Source: an optimization exercise on an open RTL-to-GDS flow (aim: small area, a short achievable clock period and few clock cycles per item). Production flows keep margins and buffers that such runs may drop.
Where RTL was checked, it was by simulation tests only, not by an equivalence proof against the original.
Power is estimated from default activity; no workload was simulated.

==> flow/design.v (excerpt) <==
module longest_prefix_route_lookup
(
    input  logic               clk,
    input  logic               rst_n,
    input  logic               req_valid,
    output logic               req_ready,
    input  logic               req_func,
    input  logic [INDEX_W-1:0] req_entry_index,
    input  logic               req_entry_valid,
    input  logic [ADDR_W-1:0]  req_entry_prefix,
    input  logic [ADDR_W-1:0]  req_entry_mask,
    input  logic [ADDR_W-1:0]  req_lookup_addr,
    output logic               rsp_valid,
    input  logic               rsp_ready,
    output logic               rsp_hit,
    output logic [INDEX_W-1:0] rsp_best_index,
    output logic [LEN_W-1:0]   rsp_best_length
);
Settings: LEC_CHECK=0, ABC_CLOCK_PERIOD_IN_PS=2500, CAP_MARGIN=20, CORE_MARGIN=2, CORE_UTILIZATION=40, SETUP_SLACK_MARGIN=2.8, SLEW_MARGIN=20, TNS_END_PERCENT=5; clock period 5.0 ns.
standard.sh (not shown) runs the stock make flow with config.mk's settings and CLKGATE_MAP_FILE= SYNTH_SCRIPT=/design/flow/synth_recipe.tcl, a recipe that flattens the netlist after the stock synthesis.
==> flow/flow/run.sh <==
#!/bin/bash
# The standard layout with a few changes:
#  - port buffers are buf_2 instead of the delay cell buffer_ports picks by default
#  - the resizer may swap a cell for one with another footprint
#  - clock tree: large sink clusters of clkbuf_16, no dummy loads
#  - after the standard synthesis, each mux2i_1 whose select net drives four
#    or more of them becomes an a22oi_1 fed by one shared inverter of that
#    net (same function, smaller); the rewrite is kept only if Yosys proves
#    the netlists equivalent. Registers are not touched.
set -uo pipefail
W=$PWD
VARS=(
  MATCH_CELL_FOOTPRINT=0
  "BUFFER_PORTS_ARGS=-buffer_cell sky130_fd_sc_hd__buf_2"
  "CTS_ARGS=-sink_clustering_enable -repair_clock_nets -buf_list sky130_fd_sc_hd__clkbuf_16 -sink_clustering_size 28 -sink_clustering_max_diameter 120 -dont_use_dummy_load"
)
bash standard.sh "${VARS[@]}" synth > synth.log 2>&1
R=$W/orfs/results/sky130hd/longest_prefix_route_lookup/base
LIB=$FLOW_HOME/platforms/sky130hd/lib/sky130_fd_sc_hd__tt_025C_1v80.lib
if [[ -f $R/1_2_yosys.v ]]; then
  cp $R/1_2_yosys.v $W/standard_1_2_yosys.v
  if python3 $W/flow/remap.py $W/standard_1_2_yosys.v $W/remap_1_2_yosys.v 4 > remap.log 2>&1; then
    sed -e "s#@LIB@#$LIB#" -e "s#@GOLD@#$W/standard_1_2_yosys.v#" -e "s#@GATE@#$W/remap_1_2_yosys.v#" \
      $W/flow/eq.ys.in > $W/eq.ys
    if yosys -q $W/eq.ys > eq.log 2>&1; then
      echo "equivalent: using the rewritten netlist" >> remap.log
      cp $W/remap_1_2_yosys.v $R/1_2_yosys.v
      rm -f $R/1_synth.odb $R/1_synth.sdc
    else
      echo "not proven equivalent: keeping the standard netlist" >> remap.log
    fi
  fi
fi
bash standard.sh "${VARS[@]}" finish > flow.log 2>&1
Other scripts of this flow, unchanged in this note and not shown: flow/flow/eq.ys.in, flow/flow/remap.py
Testbench counts at the start, summed over its fixed seeds: cycles 2,560, items 2,528.
Rerun with:
--- a/flow/design.v
+++ b/flow/design.v
@@ -21,30 +21,27 @@
 (
     input  logic [ENTRIES-1:0] alive_in,
     input  logic [ENTRIES-1:0] b1,
     input  logic [ENTRIES-1:0] b0,
     output logic [ENTRIES-1:0] alive_out,
     output logic [1:0]         best
 );
-    logic ge1;    
-    logic ge2;    
-    logic ge3;    
-    assign ge1 = |(alive_in & (b1 | b0));
-    assign ge2 = |(alive_in & b1);
-    assign ge3 = |(alive_in & b1 & b0);
-    assign best[1] = ge2;
-    assign best[0] = ge3 || (ge1 && !ge2);
+    logic any_hi;
+    logic any_11;
+    logic any_b0;
+    assign any_hi = |(alive_in & b1);
+    assign any_11 = |(alive_in & b1 & b0);
+    assign any_b0 = |(alive_in & b0);
+    assign best[1] = any_hi;
+    assign best[0] = any_hi ? any_11 : any_b0;
     always_comb
     begin
         for (int i = 0; i < ENTRIES; i++)
         begin
-            alive_out[i] = alive_in[i]
-                           && !((!b1[i] && !b0[i] && ge1)
-                             || (!b1[i] &&  b0[i] && ge2)
-                             || ( b1[i] && !b0[i] && ge3));
+            alive_out[i] = alive_in[i] && (b1[i] == best[1]) && (b0[i] == best[0]);
         end
     end
 endmodule
 module lprl_step1
 (
     input  logic [ENTRIES-1:0] alive_in,
     input  logic [ENTRIES-1:0] b1,
@@ -163,26 +160,19 @@
     logic [INDEX_W-1:0] sk_idx;
     logic [LEN_W-1:0]   sk_len;
     logic               rdy_q;
     assign adv       = !sk_v;
     assign req_ready = rdy_q;
     assign acc       = req_valid && adv;
     assign wr        = acc && (req_func == 1'b0);
-    logic [3:0] wr_hi;
-    logic [3:0] wr_lo;
     always_comb
     begin
-        for (int j = 0; j < 4; j++)
-        begin
-            wr_hi[j] = wr && (req_entry_index[3:2] == 2'(j));
-            wr_lo[j] = (req_entry_index[1:0] == 2'(j));
-        end
         for (int i = 0; i < ENTRIES; i++)
         begin
-            wr_sel[i] = wr_hi[i / 4] && wr_lo[i % 4];
+            wr_sel[i] = wr && (req_entry_index == INDEX_W'(i));
         end
     end
     assign wr_c1  = (req_entry_prefix & req_entry_mask) | {31'd0, !req_entry_valid};
     assign wr_c0  = (~req_entry_prefix & req_entry_mask) | {31'd0, !req_entry_valid};
     assign wr_len = lprl_pkg::lead_ones(req_entry_mask);
     assign wr_key = {wr_len[5], wr_len[4:0] | {5{wr_len[5]}}};
     always_ff @(posedge clk)
Effect: Clock power shrinks by about 1%; worst setup slack gets worse by 0.083 ns; total power shrinks by 0.51%; design area shrinks by 0.90%; final cell count shrinks by 2.4%; synthesized area shrinks by 1.0%; wire length grows by 0.67%; utilization grows by 0.19 points; sequential power stays flat; critical path depth grows by 6.
For the second run of this note, only the layout was checked, not whether the RTL still works.

static timing again, ports no longer ideal:
In the flow no input, the clock included, has a driving cell. The finished layouts below were timed again as built, in two steps. Step 1: set_driving_cell puts a clkbuf_16 on clk and a buf_2 on each other input, an assumption about the parent block. Step 2 times the ports against the registers' clock, not the clock port: input delays grow and output delays shrink by t, the midpoint of the rising clock arrivals with the driver on. a / b / c = ideal ports / drivers / drivers and shift; a / b = the first two.
run	t (ns)	setup slack, ns	hold WS [ns]	worst data-port slew with drivers (ns)
the first run	0.738	2.650 / 2.580 / 1.989	0.441 / 0.406 / 0.441	0.17
the second run	0.730	2.567 / 2.567 / 1.921	0.331 / 0.294 / 0.428	0.18
After both steps setup and hold are still met in every run listed. For the first run, which loses most, drivers alone change the setup slack by -0.070 ns; drivers and shift together by -0.661 ns.
